Source: an optimization exercise on an open RTL-to-GDS flow (aim: a short achievable clock period and few clock cycles per item). Production flows keep margins and buffers that such runs may drop. In this exercise RTL edits were held to simulation tests only and were not proved equivalent to the original. No driver is modelled on the clock port, so clocking that relies on it looks cheaper here than on a real chip. No activity file was given, so power comes from the tool's default toggle rates.

==> design/flow/design.v <==
`timescale 1ns / 1ps
package bsu_pkg;
  localparam int unsigned ValW      = 8;
  localparam int unsigned NumValues = 256;
  localparam int unsigned CntW      = 13;
  localparam int unsigned Capacity  = 4096;
  localparam logic FuncStore = 1'b0;
  localparam logic FuncTake  = 1'b1;
  typedef enum logic [1:0] {
    S_IDLE,
    S_STORE,
    S_SCAN,
    S_EMPTY
  } state_e;
endpackage
`timescale 1ns / 1ps
module bsu_ram #(
  parameter int unsigned Width = 8,
  parameter int unsigned Depth = 256,
  localparam int unsigned AddrW = $clog2(Depth)
) (
  input  logic             clk_i,
  input  logic             we_i,
  input  logic [AddrW-1:0] waddr_i,
  input  logic [Width-1:0] wdata_i,
  input  logic             re_i,
  input  logic [AddrW-1:0] raddr_i,
  output logic [Width-1:0] rdata_o
);
  logic [Width-1:0] mem_q [Depth];
  logic [Width-1:0] rdata_q;
  always_ff @(posedge clk_i) begin
    if (we_i) begin
      mem_q[waddr_i] <= wdata_i;
    end
    if (re_i) begin
      rdata_q <= mem_q[raddr_i];
    end
  end
  assign rdata_o = rdata_q;
endmodule
`timescale 1ns / 1ps
module byte_sorter_unit #(
  parameter int unsigned CAPACITY = bsu_pkg::Capacity
) (
  input  logic                     clk_i,
  input  logic                     rst_ni,
  input  logic                     in_valid_i,
  output logic                     in_ready_o,
  input  logic                     func_i,
  input  logic [bsu_pkg::ValW-1:0] data_byte_i,
  output logic                     out_valid_o,
  input  logic                     out_ready_i,
  output logic [bsu_pkg::ValW-1:0] sorted_byte_o,
  output logic                     valid_res_o,
  output logic                     is_last_o,
  output logic                     overflow_o
);
  localparam int unsigned ValW  = bsu_pkg::ValW;
  localparam int unsigned CntW  = bsu_pkg::CntW;
  localparam int unsigned NV    = bsu_pkg::NumValues;
  localparam int unsigned GW    = 4;                
  localparam int unsigned GS    = 1 << GW;
  localparam int unsigned NG    = NV / GS;
  localparam int unsigned FD    = 8;                
  localparam int unsigned FAW   = $clog2(FD);
  localparam int unsigned SLOTS = FD + 1;           
  localparam int unsigned QW    = $clog2(SLOTS + 2) + 1;
  localparam int unsigned BW    = CntW - 1;
  logic            in_ready_q;
  logic            a_vld_q;
  logic            a_func_q;
  logic [ValW-1:0] a_data_q;
  always_ff @(posedge clk_i or negedge rst_ni) begin
    if (!rst_ni) begin
      a_vld_q <= 1'b0;
    end else begin
      a_vld_q <= in_valid_i & in_ready_q;
    end
  end
  always_ff @(posedge clk_i) begin
    a_func_q <= func_i;
    a_data_q <= data_byte_i;
  end
  logic [CntW-1:0] total_q;
  logic            ovf_q;
  logic [NG-1:0]   gnz_q;      
  logic [NG-1:0][GS-1:0] nz_q;      
  logic [NG-1:0][GS-1:0] one;     
  logic [NV-1:0][BW-1:0] cnt_q;
  logic            is_store, is_take, full, store_ok, nonempty;
  logic [NG-1:0]   gsel;       
  logic [NG-1:0]   gdec;       
  logic [GS-1:0]   ldec;       
  logic [NG-1:0][GW-1:0] lenc;  
  assign is_store = a_vld_q & ~a_func_q;
  assign is_take  = a_vld_q & a_func_q;
  assign full     = total_q >= CntW'(CAPACITY);
  assign store_ok = is_store & ~full;
  assign nonempty = total_q != '0;
  always_comb begin
    logic seen;
    seen = 1'b0;
    for (int g = 0; g < NG; g++) begin
      gsel[g] = gnz_q[g] & ~seen;
      seen    = seen | gnz_q[g];
    end
  end
  for (genvar g = 0; g < NG; g++) begin : g_dec
    assign gdec[g] = a_data_q[ValW-1:GW] == (ValW-GW)'(g);
  end
  for (genvar i = 0; i < GS; i++) begin : g_ldec
    assign ldec[i] = a_data_q[GW-1:0] == GW'(i);
  end
  for (genvar g = 0; g < NG; g++) begin : g_grp
    logic [GS-1:0] lsel;        
    logic          gtake, gstore, single, last1;
    always_comb begin
      logic seen, multi;
      seen    = 1'b0;
      multi   = 1'b0;
      lenc[g] = '0;
      for (int i = 0; i < GS; i++) begin
        lsel[i] = nz_q[g][i] & ~seen;
        if (nz_q[g][i] && !seen) begin
          lenc[g] = GW'(i);
        end
        multi   = multi | (seen & nz_q[g][i]);
        seen    = seen | nz_q[g][i];
      end
      single = seen & ~multi;
    end
    assign last1  = |(nz_q[g] & one[g]);
    assign gtake  = is_take & gsel[g];
    assign gstore = store_ok & gdec[g];
    always_ff @(posedge clk_i or negedge rst_ni) begin
      if (!rst_ni) begin
        gnz_q[g] <= 1'b0;
      end else if (gtake) begin
        gnz_q[g] <= ~(single & last1);
      end else if (gstore) begin
        gnz_q[g] <= 1'b1;
      end
    end
    for (genvar i = 0; i < GS; i++) begin : g_val
      localparam int unsigned V = g * GS + i;
      logic take_hit, store_hit;
      assign take_hit  = gtake & lsel[i];
      assign store_hit = gstore & ldec[i];
      always_ff @(posedge clk_i or negedge rst_ni) begin
        if (!rst_ni) begin
          nz_q[g][i] <= 1'b0;
        end else if (take_hit) begin
          nz_q[g][i] <= ~one[g][i];
        end else if (store_hit) begin
          nz_q[g][i] <= 1'b1;
        end
      end
      assign one[g][i] = cnt_q[V] == BW'(1);
      always_ff @(posedge clk_i) begin
        if (take_hit) begin
          cnt_q[V] <= cnt_q[V] - BW'(1);
        end else if (store_hit) begin
          cnt_q[V] <= nz_q[g][i] ? cnt_q[V] + BW'(1) : BW'(1);
        end
      end
    end
  end
  always_ff @(posedge clk_i or negedge rst_ni) begin
    if (!rst_ni) begin
      total_q <= '0;
      ovf_q   <= 1'b0;
    end else begin
      if (store_ok) begin
        total_q <= total_q + CntW'(1);
      end else if (is_take && nonempty) begin
        total_q <= total_q - CntW'(1);
      end
      if (is_store && full) begin
        ovf_q <= 1'b1;
      end
    end
  end
  logic          b_vld_q;
  logic [NG-1:0] b_gsel_q;
  logic [NG-1:0][GW-1:0] b_lenc_q;
  logic          b_res_q, b_last_q, b_ovf_q;
  always_ff @(posedge clk_i or negedge rst_ni) begin
    if (!rst_ni) begin
      b_vld_q <= 1'b0;
    end else begin
      b_vld_q <= is_take;
    end
  end
  always_ff @(posedge clk_i) begin
    if (is_take) begin
      b_gsel_q <= gsel;
      b_lenc_q <= lenc;
      b_res_q  <= nonempty;
      b_last_q <= total_q == CntW'(1);
      b_ovf_q  <= ovf_q;
    end
  end
  localparam int unsigned RW = ValW + 3;
  logic [ValW-1:0] c_byte;
  logic [RW-1:0]   c_res;
  always_comb begin
    c_byte = '0;
    for (int g = 0; g < NG; g++) begin
      c_byte = c_byte | ({ValW{b_gsel_q[g]}} & {(ValW-GW)'(g), b_lenc_q[g]});
    end
  end
  assign c_res = {c_byte, b_res_q, b_last_q, b_ovf_q};
  logic [RW-1:0]  fifo_q [FD];
  logic [FAW-1:0] wptr_q, rptr_q;
  logic [FAW:0]   fcnt_q;
  logic           out_valid_q;
  logic [RW-1:0]  out_q;
  logic           pop, load, fempty, bypass;
  assign pop    = out_valid_q & out_ready_i;
  assign load   = ~out_valid_q | out_ready_i;
  assign fempty = fcnt_q == '0;
  assign bypass = fempty & load;
  always_ff @(posedge clk_i) begin
    if (b_vld_q) begin
      fifo_q[wptr_q] <= c_res;
    end
  end
  always_ff @(posedge clk_i or negedge rst_ni) begin
    if (!rst_ni) begin
      wptr_q      <= '0;
      rptr_q      <= '0;
      fcnt_q      <= '0;
      out_valid_q <= 1'b0;
    end else begin
      if (b_vld_q && !bypass) begin
        wptr_q <= wptr_q + FAW'(1);
      end
      if (load && !fempty) begin
        rptr_q <= rptr_q + FAW'(1);
      end
      fcnt_q <= fcnt_q + (FAW+1)'(b_vld_q && !bypass) - (FAW+1)'(load && !fempty);
      if (load) begin
        out_valid_q <= !fempty || b_vld_q;
      end
    end
  end
  always_ff @(posedge clk_i or negedge rst_ni) begin
    if (!rst_ni) begin
      out_q <= '0;
    end else if (load) begin
      out_q <= fempty ? c_res : fifo_q[rptr_q];
    end
  end
  logic          pop_q;
  logic [QW-1:0] pend_q, pend_now;
  assign pend_now = pend_q + QW'(is_take) - QW'(pop_q);
  always_ff @(posedge clk_i or negedge rst_ni) begin
    if (!rst_ni) begin
      pop_q      <= 1'b0;
      pend_q     <= '0;
      in_ready_q <= 1'b0;
    end else begin
      pop_q      <= pop;
      pend_q     <= pend_now;
      in_ready_q <= pend_now + QW'(2) <= QW'(SLOTS);
    end
  end
  assign in_ready_o    = in_ready_q;
  assign out_valid_o   = out_valid_q;
  assign sorted_byte_o = out_q[RW-1:3];
  assign valid_res_o   = out_q[2];
  assign is_last_o     = out_q[1];
  assign overflow_o    = out_q[0];
endmodule
==> design/flow/flow/run.sh <==
#!/bin/bash
set -euo pipefail
cd "$(dirname "$0")/.."
export SETUP_SLACK_MARGIN=6.4
bash standard.sh > flow_standard.log 2>&1
==> design/flow/standard.sh <==
#!/bin/bash
# synth_recipe.tcl (not shown) runs the flow's synth.tcl, then flattens the netlist and writes it again
# the make line also repeats each setting of config.mk as NAME=value (left out here)
make -C /OpenROAD-flow-scripts/flow DESIGN_CONFIG=/design/flow/config.mk WORK_HOME=/design/flow/orfs CLKGATE_MAP_FILE= SYNTH_SCRIPT=/design/flow/synth_recipe.tcl "${@:-finish}"
==> design/flow/config.mk <==
export PLATFORM = sky130hd
export DESIGN_NAME = byte_sorter_unit
export DESIGN_NICKNAME = byte_sorter_unit
export VERILOG_FILES = /design/flow/design.v
export SDC_FILE = /design/flow/constraint.sdc
export NUM_CORES = 4
export LEC_CHECK = 0
export CAP_MARGIN = 20
export CORE_MARGIN = 2
export CORE_UTILIZATION = 45
export GPL_TIMING_DRIVEN = 1
export PLACE_DENSITY = 0.6
export SLEW_MARGIN = 20
export TNS_END_PERCENT = 20
==> design/flow/constraint.sdc <==
create_clock -name core_clock -period 10.0 [get_ports {clk_i}]
set_input_delay 2.0000 -clock core_clock [delete_from_list [all_inputs] [get_ports {clk_i}]]
set_output_delay 2.0000 -clock core_clock [all_outputs]
set_load 0.01 [all_outputs]
==> impl_metrics.ini, run 1 <==
[final_layout]
area_growth_pct = 9.70
drive_above_1_share_pct = 6.48
final_common_cell = edfxtp_1
final_cell_mix = edfxtp_1 (3243), nor2_1 (2312), nand2_1 (2182), and2_1 (1675), a21oi_1 (1553)
seq_area_sq_mm = 0.106
nFillCells = 49300
multi_input_area_sq_mm = 0.129
fin_nets = 26300
stdcell_area_sq_mm = 0.264

[placement]
dpl.hpwl_mm = 454
numPortBuffers = 25
place.gp.congestion = 0.889
place_area_sq_mm = 0.248

[synth]
ys_warn_count = 1
synth-async-reset-ratio_pct = 8.88
syn_nets = 26700
syn-mean-instance-area_sq_um = 9.28
synth.cell_area_sq_mm = 0.241
synth_cell_types = 106
ys_seq_area_share_pct = 43.8
yosysTopAreaCell = edfxtp_1
synth.top_cell.area_share_pct = 40.5
syn_inst = 25900
synth-edff-count = 3243
synthTopCellsByArea = edfxtp_1 (40%), and2_1 (4.4%), xnor2_1 (4.3%)
ys_ff_latch = 3569
yosys_most_used_dff = edfxtp_1

[setup_path]
path_class = register to register
cp.arrival_ns = 4.49
reg2reg_depth = 4
r2r_slack_ns = 6.17
start_kind = register
rr_endpoint = cnt_q[3023]$_DFFE_PP_
critPathTopFamily = simple AND/OR/NAND/NOR gates
crit_path_end_kind = register
worst-path-max-fanout = 17
max_stage_delay_ns = 1.02
regToRegStartpoint = a_vld_q$_DFF_PN0_
required_ns = 10.66
crit_slowest_cell = o21ai_2
path_cells = nor3b_2 -> and3_1 -> nand3_1 -> o21ai_2
critPathBufInv = 0

[detailed_routing]
drtPass1Iterations = 8
routedWlPerCell_microns = 20.3
drt-total-wl_mm = 668
vias = 199000
ant_nets = 0
drt_iter0_drc = 18100
viasPerCell = 6.05
drcViolationCount = 0

[power_and_ir_drop]
seqPwrFrac_pct = 47.6
p_sw_share_pct = 25.1
peakVddDrop_mv = 0.143
power_switching_mw = 8.86
clkPwrFrac_pct = 45.3
power_density_mw_per_mm2 = 134
power.internal_mw = 26.4
power_frac_comb_pct = 7.1
leakagePower_nw = 94.9

[cts]
clock-root-buffer = clkbuf_16
ctsHoldBuffers = 0
cts_buffers = 422
h-tree-depth = 5
cts_buffer_depth = 4
clock_latency_ns = 1.04
cts.sinks = 3569
path_clk_slew_ns = 0.06
cts_tree = yes

[floorplan]
die_w_microns = 735
start_util_pct = 45.2
die_h_microns = 735
pin_count = 26
die_area_sq_mm = 0.541
core_sq_mm = 0.533
floorplan.rows = 268

[grt]
antenna_found_initial = 47
grt_overflow_total = 0
grt_use_total_pct = 23.6
grt_start_max_net_pins = 98
grt_pass1_wl_mm = 1040
grt_pass1_vias = 183000

[timing]
final_hold_viol_count = 0
finalCritPeriodShare_pct = 38.3
post-route-min-period_ns = 3.83
maxSlewViolCount = 0
tns_ns = 0
setup_viol = 0
skew_ns = 0.0612
rsz0062_at_grt = true
slew-limit-headroom_pct = 13.1
tightest_slew_ns = 1.30
fmax_mhz = 261

[run]
cap_violations = 0

[outcome]
status = timing/DRC/antenna clean

[hold_path]
min_from = ovf_q$_DFFE_PN0P_
hold_end = b_ovf_q$_DFFE_PP_
hold_path_depth = 0
hp-class = register to register
-- registers in the layout (all words and copies together) (netlist names), 3 cells and up --
| name | cells |
|---|---|
| a_data_q | 8 |
| b_gsel_q | 16 |
| b_lenc_q | 64 |
| cnt_q | 3072 |
| fcnt_q | 4 |
| fifo_q | 88 |
| gnz_q | 16 |
| nz_q | 256 |
| out_q | 11 |
| pend_q | 5 |
| rptr_q | 3 |
| total_q | 13 |
| wptr_q | 3 |
-- worst max path at each step --
stage | from | end | depth (start not counted)
after floorplan | gnz_q[0]$_DFFE_PN0P_ | cnt_q[1260]$_DFFE_PP_ | 8
after global placement | gnz_q[1]$_DFFE_PN0P_ | gnz_q[6]$_DFFE_PN0P_ | 4
after detailed placement | a_func_q$_DFF_P_ | cnt_q[659]$_DFFE_PP_ | 10
after CTS | in_ready_q$_DFF_PN0_ | in_ready_o | 1
after global routing | a_vld_q$_DFF_PN0_ | cnt_q[507]$_DFFE_PP_ | 6
final | a_vld_q$_DFF_PN0_ | cnt_q[3023]$_DFFE_PP_ | 4
-- metrics by stage --
stage / hold slack [ns] / cells / total power, mW / utilization, % / setup WS, ns
2_1_floorplan: 0.426 / 25900 / 18.3 / - / 6.34
3_3_place_gp: 0.448 / 32000 / 19.5 / 46.5 / 4.48
3_5_place_dp: 0.464 / 32000 / 19.5 / 46.5 / 4.90
4_1_cts: 0.475 / 32900 / 35.5 / 49.4 / 5.94
5_1_grt: 0.486 / 32900 / 36.3 / 49.5 / 6.07
6_report: 0.473 / 32900 / 35.3 / 49.5 / 6.17
-- routing by layer --
| layer | wire length (microns) | track usage [%] | share of wire [%] |
|---|---|---|---|
| met4 | 25500 | 8.85 | 3.8 |
| met1 | 299000 | 33.2 | 45 |
| met2 | 296000 | 36.8 | 44 |
| met5 | 146 | 0 | 0.022 |
| met3 | 47600 | 3.69 | 7.1 |
-- cell usage after synthesis (99+ instances only) --
library cell     n
nand2_1       2205
nand3_1       1168
mux2i_1        203
clkbuf_1      1217
and3_1         725
nor2_1        2355
o31ai_1        217
a22oi_1        196
dfrtp_1        317
a221oi_1       178
and2_1        1675
or3_1          382
edfxtp_1      3243
inv_1          746
nor4b_1        111
nor2b_1        121
nand4_1        644
nor4_1         555
a211oi_1       177
o22a_1         147
xor2_1         961
a31oi_1        387
o21a_1          99
xnor2_1       1181
nand2b_1       144
nor3b_1        101
a21oi_1       1554
ha_1           784
o22ai_1        371
o21ai_0        948
nor3_1         954
a22o_1         131
and4_1         142
or4_1          255
or2_2          142
-- cells by family after synthesis --
kind of cell / synth area share (%)
adders and majority gates: 4.21
DFF: 43.8
muxes: 1.07
buffers and inverters: 3.25
xor gates and xnor gates: 7.80
and+or+nand+nor: 26.4
AOI/OAI and AO/OA: 13.5
-- worst register-to-register path: stages, from the launching register on --
cell and delay, ns:
dfrtp_4 0.56, nor3b_2 0.67, and3_1 0.33, nand3_1 0.84, o21ai_2 1.05
-- layout make-up --
| class | count | share of cell area [%] |
|---|---|---|
| Clock buffer | 548 | 4.35 |
| Tap cell | 7020 | 3.33 |
| Antenna cell | 24 | 0.0228 |
| Timing Repair Buffer | 427 | 1.33 |
| Multi-Input combinational cell | 20300 | 48.9 |
| Inverter | 753 | 1.08 |
| Sequential cell | 3569 | 40.0 |
| Clock inverter | 251 | 1.02 |
| Timing Repair inverter | 1 | 0.00332 |
-- power groups by stage --
| stage | sequential (mW) | clock (mW) | combinational (mW) |
|---|---|---|---|
| 3_5_place_dp | 17.1 | 0 | 2.41 |
| 4_1_cts | 16.8 | 16.3 | 2.46 |
| 5_1_grt | 16.8 | 16.8 | 2.69 |
| 6_report | 16.8 | 16.0 | 2.50 |
| 2_1_floorplan | 16.7 | 0 | 1.56 |
| 3_3_place_gp | 17.1 | 0 | 2.38 |
-- timing repair --
| item | CTS | global route |
|---|---|---|
| setup buffers | 56 | 35 |
| setup endpoints to repair | 3870 | 2500 |
| gates cloned | 3 | 1 |
| endpoints found under the hold margin | 0 | 0 |
| pin swaps | 17 | 13 |
| gates resized for setup | 216 | 141 |
Testbench counts, summed over its fixed seeds: cycles 24,794, items 24,770.
==> run 2: changes to the inputs <==
--- a/design/flow/design.v
+++ b/design/flow/design.v
@@ -68,18 +68,23 @@
   localparam int unsigned QW    = $clog2(SLOTS + 2) + 1;
   localparam int unsigned BW    = CntW - 1;
-  logic            in_ready_q;
-  logic            a_vld_q;
-  logic            a_func_q;
-  logic [ValW-1:0] a_data_q;
-  always_ff @(posedge clk_i or negedge rst_ni) begin
-    if (!rst_ni) begin
-      a_vld_q <= 1'b0;
-    end else begin
-      a_vld_q <= in_valid_i & in_ready_q;
-    end
-  end
-  always_ff @(posedge clk_i) begin
-    a_func_q <= func_i;
-    a_data_q <= data_byte_i;
+  logic                   in_ready_q;
+  logic                   a_store_q, a_take_q;
+  logic [GS-1:0]          a_gdec_q, a_ldec_q;
+  logic                   accept;
+  assign accept = in_valid_i & in_ready_q;
+  always_ff @(posedge clk_i or negedge rst_ni) begin
+    if (!rst_ni) begin
+      a_store_q <= 1'b0;
+      a_take_q  <= 1'b0;
+    end else begin
+      a_store_q <= accept & (func_i == bsu_pkg::FuncStore);
+      a_take_q  <= accept & (func_i == bsu_pkg::FuncTake);
+    end
+  end
+  always_ff @(posedge clk_i) begin
+    for (int k = 0; k < GS; k++) begin
+      a_gdec_q[k] <= data_byte_i[ValW-1:GW] == (ValW-GW)'(k);
+      a_ldec_q[k] <= data_byte_i[GW-1:0] == GW'(k);
+    end
   end
   logic [CntW-1:0] total_q;
@@ -94,6 +99,6 @@
   logic [GS-1:0]   ldec;       
   logic [NG-1:0][GW-1:0] lenc;  
-  assign is_store = a_vld_q & ~a_func_q;
-  assign is_take  = a_vld_q & a_func_q;
+  assign is_store = a_store_q;
+  assign is_take  = a_take_q;
   assign full     = total_q >= CntW'(CAPACITY);
   assign store_ok = is_store & ~full;
@@ -107,10 +112,6 @@
     end
   end
-  for (genvar g = 0; g < NG; g++) begin : g_dec
-    assign gdec[g] = a_data_q[ValW-1:GW] == (ValW-GW)'(g);
-  end
-  for (genvar i = 0; i < GS; i++) begin : g_ldec
-    assign ldec[i] = a_data_q[GW-1:0] == GW'(i);
-  end
+  assign gdec = a_gdec_q;
+  assign ldec = a_ldec_q;
   for (genvar g = 0; g < NG; g++) begin : g_grp
     logic [GS-1:0] lsel;        
--- a/design/flow/config.mk
+++ b/design/flow/config.mk
@@ -7,6 +7,8 @@
 export LEC_CHECK = 0
 export CAP_MARGIN = 20
+export CELL_PAD_IN_SITES_DETAIL_PLACEMENT = 1
+export CELL_PAD_IN_SITES_GLOBAL_PLACEMENT = 2
 export CORE_MARGIN = 2
-export CORE_UTILIZATION = 45
+export CORE_UTILIZATION = 40
 export GPL_TIMING_DRIVEN = 1
 export PLACE_DENSITY = 0.6
==> impl_metrics.ini, run 2 <==
[synth]
yosys_most_used_dff = edfxtp_1
yosysMostFrequentCell = edfxtp_1
ys_seq_area_share_pct = 44.1
ys_top_cells_by_count = edfxtp_1 (3243), nor2_1 (2337), nand2_1 (2316)
synth_compound_area_share_pct = 13.9
syn_inst = 25900
synth.cell_area_sq_mm = 0.240
yosys.area_share.simple_pct = 26.1
ys_ff_latch = 3593
synthTopCellsByArea = edfxtp_1 (40%), and2_1 (4.1%), ha_1 (4.1%)
synth_cell_types = 105
ys_warn_count = 1
yosys.area_share.adder_pct = 4.18
synth-async-reset-ratio_pct = 8.85
syn-mean-instance-area_sq_um = 9.28
synth_top_family_by_area = simple AND/OR/NAND/NOR gates
synth_xor_area_share_pct = 7.64
synth.mux.area_fraction_pct = 0.891
yosysTopAreaCell = edfxtp_1
syn_nets = 26700
synth.top_cell.area_share_pct = 40.5
synth-edff-count = 3243

[hold_path]
hp-class = register to register

[detailed_routing]
drcViolationCount = 0
routedWlPerCell_microns = 21.8
viasPerCell = 5.87
vias = 199000
drt-total-wl_mm = 738
drt_iter0_drc = 11800
ant_nets = 0
drtPass1Iterations = 5

[power_and_ir_drop]
power_density_mw_per_mm2 = 136
peakVddDrop_mv = 0.139
total_power_mw = 36.0
leakagePower_nw = 95.1

[setup_path]
critPathTopFamily = simple AND/OR/NAND/NOR gates
setup.worst_path.start = nz_q[66]$_DFFE_PN0P_
critPathBufInv = 1
rr_endpoint = cnt_q[897]$_DFFE_PP_
regToRegStartpoint = nz_q[66]$_DFFE_PN0P_
crit_path_end_kind = register
crit_slowest_cell = nor4_1
worst-path-max-fanout = 16
crit_end = cnt_q[897]$_DFFE_PP_
path_class = register to register
cp.arrival_ns = 4.45
crit_cells = 8
max_stage_delay_ns = 0.86
reg2reg_depth = 8
path_cells = nor4_1 -> nand4_1 -> buf_4 -> or3_1 -> nand2_1 -> nor2_1 -> a211oi_1 -> a21oi_1
start_kind = register
required_ns = 10.74
r2r_slack_ns = 6.28

[timing]
final_hold_viol_count = 0
holdWs_ns = 0.461
maxSlewViolCount = 0
slew-limit-headroom_pct = 20.0
setup_viol = 0
finalCritPeriodShare_pct = 37.2
rsz0062_at_grt = true
tightest_slew_ns = 1.18
skew_ns = 0.0675
post-route-min-period_ns = 3.72
fmax_mhz = 269
tns_ns = 0

[final_layout]
top_regs = cnt_q x3072, nz_q x256, fifo_q x88
drive_above_1_share_pct = 5.99
largest-register = cnt_q
final_cell_mix = edfxtp_1 (3243), nor2_1 (2314), nand2_1 (2279), a21oi_1 (1596), and2_1 (1562)
largest_reg_flops = 3072
final_cells = 33800
area_growth_pct = 10.1
stdcell_area_sq_mm = 0.265
final_common_cell = edfxtp_1
nFillCells = 67500
fin_nets = 26200

[grt]
antenna_found_initial = 41
grt_start_max_net_pins = 76
grt_use_total_pct = 23.5
grt_overflow_total = 0
grt_pass1_vias = 199000
grt_pass1_wl_mm = 1170

[cts]
h-tree-depth = 5
cts_buffers = 454
cts_tree = yes
path_clk_slew_ns = 0.06
clock-root-buffer = clkbuf_16
ctsHoldBuffers = 0
cts.sinks = 3593
clock_latency_ns = 1.04
cts_buffer_depth = 4

[floorplan]
die_h_microns = 779
start_util_pct = 40.2
floorplan.rows = 284
pin_count = 26
core_sq_mm = 0.599
die_w_microns = 779
die_area_sq_mm = 0.607

[placement]
dp.cells = 32900
place.gp.congestion = 0.813
place_area_sq_mm = 0.248
dpl.hpwl_mm = 507
numPortBuffers = 25

[outcome]
status = timing/DRC/antenna clean

[run]
cap_violations = 0
==> run 2: cell families after synthesis <==
group           count (synthesis)
simple gates                12000
compound gates               5189
mux                           186
xor+xnor                     2099
buf+inv                      2063
fa+ha+maj                     806
flops                        3593
==> run 2: timing repair <==
action,in CTS,in global routing
endpoints found under the hold margin,0,0
gates cloned,2,0
buffers inserted,69,35
gates resized for setup,164,131
endpoints found under the setup margin,4156,1965
pin swaps,28,9
==> run 2: power by group <==
part / total (mW) / switching, mW / internal (mW)
clock: 16.6 / 7.01 / 9.58
sequential: 16.8 / 0.424 / 16.4
combinational: 2.63 / 1.77 / 0.861
==> run 2: per-layer routing <==
layer / vias to the layer above / GRT usage (%) / part of all wire (%)
li1: 95600 / - / -
met2: 2402 / 38.4 / 46
met5: - / 0 / 0.0018
met1: 99800 / 34.1 / 49
met3: 718 / 2.09 / 3.4
met4: 2 / 4.72 / 2.0
==> run 2: worst min-delay path by stage <==
stage | from | end | slack, ns | cells after the start
after floorplan | ovf_q$_DFFE_PN0P_ | ovf_q$_DFFE_PN0P_ | 0.42 | 1
after global placement | ovf_q$_DFFE_PN0P_ | ovf_q$_DFFE_PN0P_ | 0.45 | 1
after detailed placement | ovf_q$_DFFE_PN0P_ | ovf_q$_DFFE_PN0P_ | 0.46 | 1
after CTS | ovf_q$_DFFE_PN0P_ | b_ovf_q$_DFFE_PP_ | 0.47 | 0
after global routing | ovf_q$_DFFE_PN0P_ | b_ovf_q$_DFFE_PP_ | 0.48 | 0
final | ovf_q$_DFFE_PN0P_ | b_ovf_q$_DFFE_PP_ | 0.46 | 0
==> run 2: cell type report <==
cell class	instances	area, sq um	area share, %
sequential	3593	106000	40.1
clock buffer	640	12700	4.79
multi-input combinational	20300	128000	48.4
inverter	724	2720	1.03
clock inverter	212	1960	0.742
antenna	13	32.5	0.0123
timing repair buffer	386	3120	1.18
tap	8008	10000	3.79
==> run 2: per-stage QoR <==
step | utilization [%] | setup slack [ns]
floorplan | - | 6.37
global placement | 41.4 | 5.07
detailed placement | 41.4 | 5.09
CTS | 44.1 | 5.81
global route | 44.2 | 6.12
finish | 44.2 | 6.28
==> run 2: worst reg2reg max path, stage by stage, from the launching register on <==
cell,delay (ns)
dfrtp_1,0.60
nor4_1,0.86
nand4_1,0.18
buf_4,0.22
or3_1,0.67
nand2_1,0.45
nor2_1,0.11
a211oi_1,0.26
a21oi_1,0.07
Testbench counts of run 2, summed over its fixed seeds: cycles 24,794, items 24,770.
==> run 3: changes to the inputs <==
--- a/design/flow/design.v
+++ b/design/flow/design.v
@@ -65,5 +65,5 @@
   localparam int unsigned FD    = 8;                
   localparam int unsigned FAW   = $clog2(FD);
-  localparam int unsigned SLOTS = FD + 1;           
+  localparam int unsigned SLOTS = FD;               
   localparam int unsigned QW    = $clog2(SLOTS + 2) + 1;
   localparam int unsigned BW    = CntW - 1;
@@ -218,13 +218,15 @@
   logic           out_valid_q;
   logic [RW-1:0]  out_q;
-  logic           pop, load, fempty, bypass;
-  assign pop    = out_valid_q & out_ready_i;
-  assign load   = ~out_valid_q | out_ready_i;
-  assign fempty = fcnt_q == '0;
-  assign bypass = fempty & load;
-  always_ff @(posedge clk_i) begin
-    if (b_vld_q) begin
+  logic           pop, push;
+  logic [RW-1:0]  head_stay, head_next;
+  assign push = b_vld_q;
+  assign pop  = out_valid_q & out_ready_i;
+  assign head_stay = (fcnt_q == '0) ? c_res : fifo_q[rptr_q];
+  assign head_next = (fcnt_q == (FAW+1)'(1)) ? c_res : fifo_q[rptr_q + FAW'(1)];
+  always_ff @(posedge clk_i) begin
+    if (push) begin
       fifo_q[wptr_q] <= c_res;
     end
+    out_q <= pop ? head_next : head_stay;
   end
   always_ff @(posedge clk_i or negedge rst_ni) begin
@@ -235,21 +237,12 @@
       out_valid_q <= 1'b0;
     end else begin
-      if (b_vld_q && !bypass) begin
+      if (push) begin
         wptr_q <= wptr_q + FAW'(1);
       end
-      if (load && !fempty) begin
+      if (pop) begin
         rptr_q <= rptr_q + FAW'(1);
       end
-      fcnt_q <= fcnt_q + (FAW+1)'(b_vld_q && !bypass) - (FAW+1)'(load && !fempty);
-      if (load) begin
-        out_valid_q <= !fempty || b_vld_q;
-      end
-    end
-  end
-  always_ff @(posedge clk_i or negedge rst_ni) begin
-    if (!rst_ni) begin
-      out_q <= '0;
-    end else if (load) begin
-      out_q <= fempty ? c_res : fifo_q[rptr_q];
+      fcnt_q      <= fcnt_q + (FAW+1)'(push) - (FAW+1)'(pop);
+      out_valid_q <= push || (fcnt_q > (FAW+1)'(1)) || (fcnt_q == (FAW+1)'(1) && !pop);
     end
   end
==> impl_metrics.ini, run 3 <==
[outcome]
status = timing/DRC/antenna clean

[power_and_ir_drop]
power_switching_mw = 9.71
peakVddDrop_mv = 0.157
power_frac_comb_pct = 8.9
clkPwrFrac_pct = 46.1
leakagePower_nw = 95.7
seqPwrFrac_pct = 45.0
total_power_mw = 37.6
power.internal_mw = 27.9
power_density_mw_per_mm2 = 140
p_sw_share_pct = 25.8

[synth]
syn_nets = 26900
syn_inst = 26100
synth.mux.area_fraction_pct = 1.40
synth-edff-count = 3243
synth-async-reset-ratio_pct = 8.54
yosys.area_share.simple_pct = 26.2
synth.cell_area_sq_mm = 0.242
ys_warn_count = 1
yosys_most_used_dff = edfxtp_1
synth_xor_area_share_pct = 7.75
yosysTopAreaCell = edfxtp_1
yosys.area_share.adder_pct = 4.15
ys_seq_area_share_pct = 43.8
ys_top_cells_by_count = edfxtp_1 (3243), nor2_1 (2354), nand2_1 (2261)
yosysMostFrequentCell = edfxtp_1
synth_cell_types = 103
synth_compound_area_share_pct = 13.3
ys_ff_latch = 3593
synthTopCellsByArea = edfxtp_1 (40%), xnor2_1 (4.3%), and2_1 (4.2%)
synth_top_family_by_area = simple AND/OR/NAND/NOR gates
synth.top_cell.area_share_pct = 40.3
syn-mean-instance-area_sq_um = 9.27

[final_layout]
multi_input_area_sq_mm = 0.129
final_cell_mix = edfxtp_1 (3243), nor2_1 (2325), nand2_1 (2233), and2_1 (1597), a21oi_1 (1579)
final_common_cell = edfxtp_1
drive_above_1_share_pct = 6.40
top_regs = cnt_q x3072, nz_q x256, fifo_q x88
fin_nets = 26400
largest_reg_flops = 3072
area_growth_pct = 10.6
nFillCells = 67800
seq_area_sq_mm = 0.106
largest-register = cnt_q

[setup_path]
crit_path_end_kind = register
crit_slowest_cell = dfrtp_1
critical_path.most_common_cell = buf_4
worst-path-max-fanout = 32
cp.arrival_ns = 4.67
r2r_slack_ns = 6.19
max_stage_delay_ns = 0.63
critPathTopFamily = simple AND/OR/NAND/NOR gates
reg2reg_depth = 9
rr_endpoint = gnz_q[2]$_DFFE_PN0P_
path_class = register to register
regToRegStartpoint = a_store_q$_DFF_PN0_
start_kind = register
critPathBufInv = 2
required_ns = 10.86
path_cells = nor2b_4 -> buf_4 -> and2_2 -> buf_4 -> nor2_1 -> a211oi_1 -> nand4_1 -> or4_1 -> o32ai_1

[detailed_routing]
viasPerCell = 5.87
routedWlPerCell_microns = 21.9
ant_nets = 0
drtPass1Iterations = 6
vias = 200000
maxUsedRoutingLayer = met5
wirelength_met1_mm = 365
drt-total-wl_mm = 747
dr_wl_met3_mm = 26.1
drcViolationCount = 0
drt_iter0_drc = 11500
met2_length_mm = 342

[floorplan]
pin_count = 26
floorplan.rows = 285
die_w_microns = 782
start_util_pct = 40.2
die_h_microns = 782
die_area_sq_mm = 0.611
core_sq_mm = 0.602

[cts]
path_clk_slew_ns = 0.06
cts_buffer_depth = 4
h-tree-depth = 5
ctsHoldBuffers = 0
cts_tree = yes
cts_buffers = 458
clock_latency_ns = 1.06
clock-root-buffer = clkbuf_16
cts.sinks = 3593

[hold_path]
min_from = total_q[11]$_DFFE_PN0P_
hp-class = register to register
hold_end = total_q[11]$_DFFE_PN0P_
hold_path_depth = 1

[timing]
setup_viol = 0
tightest_slew_ns = 1.24
rsz0062_at_grt = true
skew_ns = 0.0634
slew-limit-headroom_pct = 17.2
final_hold_viol_count = 0
holdWs_ns = 0.506
maxSlewViolCount = 0
post-route-min-period_ns = 3.81
tns_ns = 0
fmax_mhz = 263
finalCritPeriodShare_pct = 38.1

[grt]
grt_pass1_wl_mm = 1190
grt_use_total_pct = 23.7
grt_start_max_net_pins = 75
grt_overflow_total = 0
antenna_found_initial = 37
grt_pass1_vias = 201000

[placement]
numPortBuffers = 25
place.gp.congestion = 0.807
dpl.hpwl_mm = 510

[run]
cap_violations = 0
-- run 3: cell types whose count changed after synthesis, moves of 40 or more --
cell	delta
a221oi_1	-44
and2_1	+43
and3_1	-63
clkbuf_1	+40
mux2i_1	+76
nand2_1	-55
nand4_1	+50
o22a_1	-42
o22ai_1	-59
xnor2_1	+111
xor2_1	-70
-- run 3: stage by stage --
stage                     std cells  util (%)  setup WS, ns  area [sq um]
after floorplan               26100         -          6.39        242000
after global placement        33000      41.4          4.77        249000
after detailed placement      33000      41.4          4.63        250000
after CTS                     34000      44.3          5.86        267000
after global routing          34100      44.4          6.08        267000
final                         34100      44.4          6.19        268000
-- run 3: routing by layer --
metal	global-route usage (%)	vias up
li1	-	96100
met1	34.4	101000
met2	38.6	2286
met3	2.42	724
met4	3.99	8
met5	0	-
-- run 3: layout make-up --
class,count,area share (%)
diodes,11,0.0103
clock buffers,611,4.74
clock inverters,260,1.04
inverters,764,1.07
multi-input cells,20300,48.4
flip-flops and latches,3593,39.6
well taps,8036,3.76
repair buffers,440,1.39
-- run 3: worst max-delay path by stage --
stage / end / depth (start not counted) / slack [ns] / startpoint
after floorplan: fcnt_q[2]$_DFF_PN0_ / 9 / 6.39 / out_ready_i
after global placement: cnt_q[3053]$_DFFE_PP_ / 5 / 4.77 / a_take_q$_DFF_PN0_
after detailed placement: cnt_q[3052]$_DFFE_PP_ / 5 / 4.63 / a_take_q$_DFF_PN0_
after CTS: in_ready_o / 1 / 5.86 / in_ready_q$_DFF_PN0_
after global routing: cnt_q[489]$_DFFE_PP_ / 10 / 6.08 / gnz_q[1]$_DFFE_PN0P_
final: gnz_q[2]$_DFFE_PN0P_ / 9 / 6.19 / a_store_q$_DFF_PN0_
-- run 3: power by group through the flow --
stage | registers, mW | clock network (mW) | logic [mW]
floorplan | 16.9 | 0 | 2.00
global placement | 17.2 | 0 | 3.08
detailed placement | 17.2 | 0 | 3.12
CTS | 16.9 | 17.8 | 3.32
global route | 16.9 | 18.3 | 3.63
finish | 16.9 | 17.3 | 3.34
-- run 3: what timing repair did --
action,CTS,global route
buffers inserted,93,44
resized for setup,152,154
endpoints found under the setup margin,4542,2121
cloned,3,0
pin swaps,30,13
-- run 3: worst register-to-register path: cells and delay by family (launching register included) --
| family | cells | cell delay [ns] |
|---|---|---|
| buffers and inverters | 2 | 0.77 |
| flip-flops | 1 | 0.63 |
| AND/OR/NAND/NOR | 5 | 1.40 |
| AO/OA/AOI/OAI | 2 | 0.80 |
-- run 3: logic make-up (layout without fill, tap and decap cells) --
logic type	count (synthesis)	after routing
xor gates and xnor gates	2140	2140
AOI/OAI and AO/OA	5039	5039
DFF	3593	3593
muxes	284	284
buffers and inverters	2147	2075
adders and majority gates	804	804
and+or+nand+nor	12100	12100
other	0	11
Testbench counts of run 3, summed over its fixed seeds: cycles 24,794, items 24,770.
==> run 4: changes to the inputs <==
==> design/flow/flow/run.sh (replaced) <==
#!/bin/bash
set -euo pipefail
cd "$(dirname "$0")/.."
export SETUP_SLACK_MARGIN=6.4
export POST_CTS_TCL="$(pwd)/flow/post_cts.tcl"
bash standard.sh > flow_standard.log 2>&1
==> design/flow/flow/post_cts.tcl (new file) <==
# Runs at the end of ORFS's CTS step (POST_CTS_TCL): one more setup repair that only
# resizes and swaps pins, over every violating endpoint, then legalizes the placement.
repair_timing -setup -setup_margin 6.6 -repair_tns 100 -sequence "sizeup,swap" -skip_last_gasp -verbose
detailed_placement
check_placement -verbose
==> impl_metrics.ini, run 4 <==
[timing]
holdWs_ns = 0.512
slew-limit-headroom_pct = 15.8
maxSlewViolCount = 0
setup_viol = 0
rsz0062_at_grt = true
skew_ns = 0.0684
tightest_slew_ns = 1.26
finalCritPeriodShare_pct = 36.1
tns_ns = 0
post-route-min-period_ns = 3.61
worst_slack_ns = 6.39
final_hold_viol_count = 0
fmax_mhz = 277

[outcome]
status = timing/DRC/antenna clean

[power_and_ir_drop]
power_switching_mw = 9.73
seqPwrFrac_pct = 45.0
clkPwrFrac_pct = 46.1
p_sw_share_pct = 25.9
peakVddDrop_mv = 0.157
power.internal_mw = 27.8
power_frac_comb_pct = 8.9
leakagePower_nw = 95.7
power_density_mw_per_mm2 = 140

[synth]
ys_seq_area_share_pct = 43.8
synthTopCellsByArea = edfxtp_1 (40%), xnor2_1 (4.3%), and2_1 (4.2%)
syn-mean-instance-area_sq_um = 9.27
syn_inst = 26100
synth-edff-count = 3243
yosysTopAreaCell = edfxtp_1
yosysMostFrequentCell = edfxtp_1
ys_top_cells_by_count = edfxtp_1 (3243), nor2_1 (2354), nand2_1 (2261)
syn_nets = 26900
synth.top_cell.area_share_pct = 40.3
synth_xor_area_share_pct = 7.75
ys_warn_count = 1
synth.cell_area_sq_mm = 0.242
synth_compound_area_share_pct = 13.3
yosys.area_share.adder_pct = 4.15
synth.mux.area_fraction_pct = 1.40
synth-async-reset-ratio_pct = 8.54
synth_cell_types = 103
synth_top_family_by_area = simple AND/OR/NAND/NOR gates
yosys.area_share.simple_pct = 26.2
yosys_most_used_dff = edfxtp_1
ys_ff_latch = 3593

[detailed_routing]
drt-total-wl_mm = 747
routedWlPerCell_microns = 22.0
vias = 200000
ant_nets = 0
drcViolationCount = 0
drtPass1Iterations = 6
viasPerCell = 5.87
drt_iter0_drc = 11500

[grt]
grt_pass1_wl_mm = 1190
grt_use_total_pct = 23.7
grt_overflow_total = 0
antenna_found_initial = 32
grt_start_max_net_pins = 75
grt_pass1_vias = 202000

[final_layout]
final_cell_mix = edfxtp_1 (3243), nor2_1 (2315), nand2_1 (2198), and2_1 (1588), a21oi_1 (1576)
largest_reg_flops = 3072
final_cells = 34000
final_common_cell = edfxtp_1
area_growth_pct = 11.0
nFillCells = 67600
fin_nets = 26400
top_regs = cnt_q x3072, nz_q x256, fifo_q x88
largest-register = cnt_q
drive_above_1_share_pct = 7.20
final_core_util_pct = 44.6

[setup_path]
max_stage_delay_ns = 0.59
required_ns = 10.79
crit_path_end_kind = register
critical_path.most_common_cell = or4_4
start_kind = register
crit_slowest_cell = or4_4
path_cells = buf_12 -> or4_4 -> or4b_4 -> buf_12 -> buf_6 -> or4_4 -> or4_4 -> o21ai_2 -> xor2_1 -> and2_1
worst-path-max-fanout = 19
path_class = register to register
reg2reg_depth = 10
cp.arrival_ns = 4.39

[floorplan]
start_util_pct = 40.2
die_w_microns = 782
core_sq_mm = 0.602
die_h_microns = 782
die_area_sq_mm = 0.611
floorplan.rows = 285
pin_count = 26

[placement]
dp.cells = 33000
place_ws_ns = 4.63
dpl.hpwl_mm = 510
place.gp.congestion = 0.807
numPortBuffers = 25

[hold_path]
hp-class = register to register
hold_path_depth = 1

[cts]
cts_tree = yes
clock_latency_ns = 1.06
path_clk_slew_ns = 0.06
cts.sinks = 3593

[run]
cap_violations = 0
==> run 4: power by group through the flow <==
stage	sequential [mW]	combinational (mW)	clock (mW)
after global placement	17.2	3.08	0
after global routing	16.9	3.63	18.3
after floorplan	16.9	2.00	0
final	16.9	3.34	17.3
after detailed placement	17.2	3.12	0
==> run 4: critical path: cells and delay by family (launching register included) <==
family,cells,cell delay [ns]
AND/OR/NAND/NOR,5,2.32
AO/OA/AOI/OAI,1,0.07
XOR/XNOR,1,0.07
buffers and inverters,3,0.45
flip-flops,1,0.41
==> run 4: area by class of cell <==
cell class | instances | area (sq um) | share of cell area, %
Antenna cell | 11 | 27.5 | 0.0102
Clock buffer | 611 | 12700 | 4.72
Clock inverter | 260 | 2770 | 1.03
Inverter | 764 | 2880 | 1.07
Multi-Input combinational cell | 20300 | 131000 | 48.6
Sequential cell | 3593 | 106000 | 39.5
Tap cell | 8036 | 10100 | 3.74
Timing Repair Buffer | 400 | 3500 | 1.30
==> run 4: logic make-up (layout without fill, tap and decap cells) <==
kind of cell | count (synthesis) | after routing
other cells | 0 | 11
mux | 284 | 284
xor+xnor | 2140 | 2140
buf+inv | 2147 | 2035
simple gates | 12100 | 12100
fa+ha+maj | 804 | 804
flops | 3593 | 3593
compound gates | 5039 | 5039
==> run 4: final timing paths <==
kind,startpoint,to,slack [ns]
max,gnz_q[9]$_DFFE_PN0P_,cnt_q[2946]$_DFFE_PP_,6.39
min,total_q[11]$_DFFE_PN0P_,total_q[11]$_DFFE_PN0P_,0.51
max reg2reg,gnz_q[9]$_DFFE_PN0P_,cnt_q[2946]$_DFFE_PP_,6.39
min reg2reg,total_q[11]$_DFFE_PN0P_,total_q[11]$_DFFE_PN0P_,0.51
max in group asynchronous,rst_ni,nz_q[82]$_DFFE_PN0P_,7.03
min in group asynchronous,rst_ni,nz_q[127]$_DFFE_PN0P_,0.90
==> run 4: per-layer routing <==
layer | routed length, microns | up-vias | part of all wire (%) | track usage (%)
li1 | - | 96000 | - | -
met1 | 366000 | 101000 | 49 | 34.4
met4 | 12600 | 8 | 1.7 | 4.09
met2 | 343000 | 2209 | 46 | 38.7
met5 | 49 | - | 0.0066 | 0
met3 | 24900 | 710 | 3.3 | 2.44
==> run 4: metrics by stage <==
stage / area (sq um) / total power, mW
final: 269000 / 37.6
after global routing: 269000 / 38.9
after detailed placement: 250000 / 20.3
after global placement: 249000 / 20.3
after floorplan: 242000 / 18.9
==> run 5: changes to the inputs <==
--- a/design/flow/config.mk
+++ b/design/flow/config.mk
@@ -8,7 +8,6 @@
 export CAP_MARGIN = 20
 export CELL_PAD_IN_SITES_DETAIL_PLACEMENT = 1
-export CELL_PAD_IN_SITES_GLOBAL_PLACEMENT = 2
 export CORE_MARGIN = 2
-export CORE_UTILIZATION = 40
+export CORE_UTILIZATION = 45
 export GPL_TIMING_DRIVEN = 1
 export PLACE_DENSITY = 0.6
==> impl_metrics.ini, run 5 <==
[floorplan]
die_area_sq_mm = 0.543
floorplan.rows = 269
core_sq_mm = 0.536
start_util_pct = 45.1
die_w_microns = 737
die_h_microns = 737
pin_count = 26

[setup_path]
worst-path-max-fanout = 18
crit_slowest_cell = or4b_4
required_ns = 10.78
crit_path_end_kind = register
start_kind = register
path_class = register to register
max_stage_delay_ns = 0.68
cp.arrival_ns = 4.50
path_cells = or4_4 -> or4b_4 -> or4_4 -> or4_4 -> o21ai_2 -> xor2_1 -> and2_1
critical_path.most_common_cell = or4_4

[synth]
syn-mean-instance-area_sq_um = 9.27
yosys.area_share.adder_pct = 4.15
ys_warn_count = 1
synth.cell_area_sq_mm = 0.242
yosys.area_share.simple_pct = 26.2
synth.top_cell.area_share_pct = 40.3
synth-edff-count = 3243
synth_compound_area_share_pct = 13.3
ys_top_cells_by_count = edfxtp_1 (3243), nor2_1 (2354), nand2_1 (2261)
synth_cell_types = 103
syn_nets = 26900
synth.mux.area_fraction_pct = 1.40
syn_inst = 26100
ys_seq_area_share_pct = 43.8
yosys_most_used_dff = edfxtp_1
yosysMostFrequentCell = edfxtp_1
ys_ff_latch = 3593
synthTopCellsByArea = edfxtp_1 (40%), xnor2_1 (4.3%), and2_1 (4.2%)
synth_top_family_by_area = simple AND/OR/NAND/NOR gates
synth_xor_area_share_pct = 7.75
synth-async-reset-ratio_pct = 8.54
yosysTopAreaCell = edfxtp_1

[grt]
grt_use_total_pct = 25.4
grt_start_max_net_pins = 91
grt_overflow_total = 0
grt_pass1_vias = 208000
grt_pass1_wl_mm = 1150
antenna_found_initial = 41

[final_layout]
final_cell_mix = edfxtp_1 (3243), nor2_1 (2307), nand2_1 (2209), and2_1 (1588), a21oi_1 (1573)
largest_reg_flops = 3072
top_regs = cnt_q x3072, nz_q x256, fifo_q x88
area_growth_pct = 10.3
final_common_cell = edfxtp_1
drive_above_1_share_pct = 6.91
fin_nets = 26300
stdcell_area_sq_mm = 0.267
final_core_util_pct = 49.7
nFillCells = 60000
largest-register = cnt_q
final_cells = 33100

[timing]
skew_ns = 0.0741
post-route-min-period_ns = 3.72
setup_viol = 0
worst_slack_ns = 6.28
finalCritPeriodShare_pct = 37.2
slew-limit-headroom_pct = 14.0
holdWs_ns = 0.472
tightest_slew_ns = 1.29
final_hold_viol_count = 0
fmax_mhz = 269
maxSlewViolCount = 0
tns_ns = 0
rsz0062_at_grt = true

[power_and_ir_drop]
leakagePower_nw = 95.1
total_power_mw = 37.0
peakVddDrop_mv = 0.170
power_density_mw_per_mm2 = 139

[outcome]
status = timing/DRC/antenna clean

[cts]
clock_latency_ns = 1.07
cts.sinks = 3593
cts_tree = yes
path_clk_slew_ns = 0.06

[detailed_routing]
routedWlPerCell_microns = 21.7
drtPass1Iterations = 21
drt-total-wl_mm = 716
vias = 206000
viasPerCell = 6.22
ant_nets = 0
drt_iter0_drc = 16000
drcViolationCount = 0

[placement]
numPortBuffers = 25
dpl.hpwl_mm = 481
place_area_sq_mm = 0.248
place_ws_ns = 4.75
place.gp.congestion = 0.874
dp.cells = 32100

[run]
cap_violations = 0

[hold_path]
hp-class = register to register
run 5: changes by cell type in the layout (fill, tap and decap cells not counted), moves of 11 or more:
cell       previous run  this run
buf_4               320       265
clkbuf_16           469       434
clkinv_1             88        60
o21ai_0             829       810
diode_2              11        27
o21ai_1              13        27
clkbuf_1             99        86
clkinv_2             86        73
a22o_2               31        20
nand2_1            2198      2209
run 5: cell families after synthesis:
kind of cell,Yosys count
multiplexers,284
AND/OR/NAND/NOR,12100
AO/OA/AOI/OAI,5039
adder cells (fa/ha/maj),804
XOR/XNOR,2140
flip-flops,3593
buffers and inverters,2147
run 5: final cells by class:
| type | count | area, sq um | area share, % |
|---|---|---|---|
| timing repair buffer | 341 | 3050 | 1.15 |
| sequential | 3593 | 106000 | 39.8 |
| multi-input combinational | 20300 | 131000 | 49.1 |
| clock inverter | 243 | 3100 | 1.16 |
| inverter | 764 | 2880 | 1.08 |
| clock buffer | 564 | 11800 | 4.42 |
| tap | 7181 | 8980 | 3.37 |
| antenna | 27 | 67.6 | 0.0253 |
run 5: power breakdown:
| part | internal, mW | switching, mW |
|---|---|---|
| Sequential | 16.4 | 0.475 |
| Combinational | 1.15 | 2.21 |
| Clock | 9.84 | 6.93 |
run 5: final timing paths:
| path | end | slack [ns] | depth (start not counted) | start |
|---|---|---|---|---|
| hold / removal | b_ovf_q$_DFFE_PP_ | 0.47 | 0 | ovf_q$_DFFE_PN0P_ |
| hold reg to reg | b_ovf_q$_DFFE_PP_ | 0.47 | 0 | ovf_q$_DFFE_PN0P_ |
| max in group asynchronous | nz_q[245]$_DFFE_PN0P_ | 6.91 | 3 | rst_ni |
| setup reg to reg | cnt_q[2946]$_DFFE_PP_ | 6.28 | 7 | gnz_q[9]$_DFFE_PN0P_ |
| setup / recovery | cnt_q[2946]$_DFFE_PP_ | 6.28 | 7 | gnz_q[9]$_DFFE_PN0P_ |
| min in group asynchronous | nz_q[65]$_DFFE_PN0P_ | 1.02 | 1 | rst_ni |
run 5: worst max-delay path: cells and delay by family (launching register included):
family | cells | cell delay [ns]
AOI/OAI and AO/OA | 1 | 0.07
and+or+nand+nor | 5 | 2.60
xor gates and xnor gates | 1 | 0.07
DFF | 1 | 0.61
run 5: routing by layer:
layer	GRT usage [%]	up-vias	wire length [microns]
met5	0	-	90
met4	8.19	14	23000
met3	3.50	1060	40200
met2	42.1	4726	338000
met1	34.3	104000	315000
li1	-	95800	-

## separate check: timing with driven ports
Ports are ideal in the flow. The routed layouts listed here were re-timed in OpenROAD. Step 1: set_driving_cell puts a clkbuf_16 on clk_i and a buf_2 on each other input, an assumption about the parent block. Step 2 adds t to the input delays and takes it off the output delays; t is the mean of the earliest and latest rising clock arrival at the registers after step 1. Input paths then give back, and output paths get back, about the clock's delay inside the block. Three values: no drivers, after step 1, after step 2; two values: the first two.
| run | shift t [ns] | setup WS [ns] | hold WS [ns] | clock arrival spread, ns | worst data-port slew with drivers (ns) |
|---|---|---|---|---|---|
| run 1 | 1.129 | 6.167 / 6.167 / 5.464 | 0.473 / 0.473 / 0.473 | 0.074 / 0.074 | 0.11 |
| run 2 | 1.137 | 6.284 / 6.284 / 5.777 | 0.461 / 0.461 / 0.461 | 0.074 / 0.073 | 0.27 |
| run 3 | 1.163 | 6.194 / 6.194 / 5.281 | 0.506 / 0.506 / 0.506 | 0.066 / 0.067 | 0.18 |
| run 4 | 1.164 | 6.394 / 6.270 / 5.526 | 0.512 / 0.512 / 0.512 | 0.072 / 0.072 | 0.18 |
| run 5 | 1.159 | 6.283 / 6.271 / 5.449 | 0.472 / 0.472 / 0.472 | 0.074 / 0.075 | 0.27 |
After both steps every run listed still meets setup and hold. For run 3, which loses most, drivers alone change the setup slack by 0.000 ns; drivers and shift together by -0.913 ns.
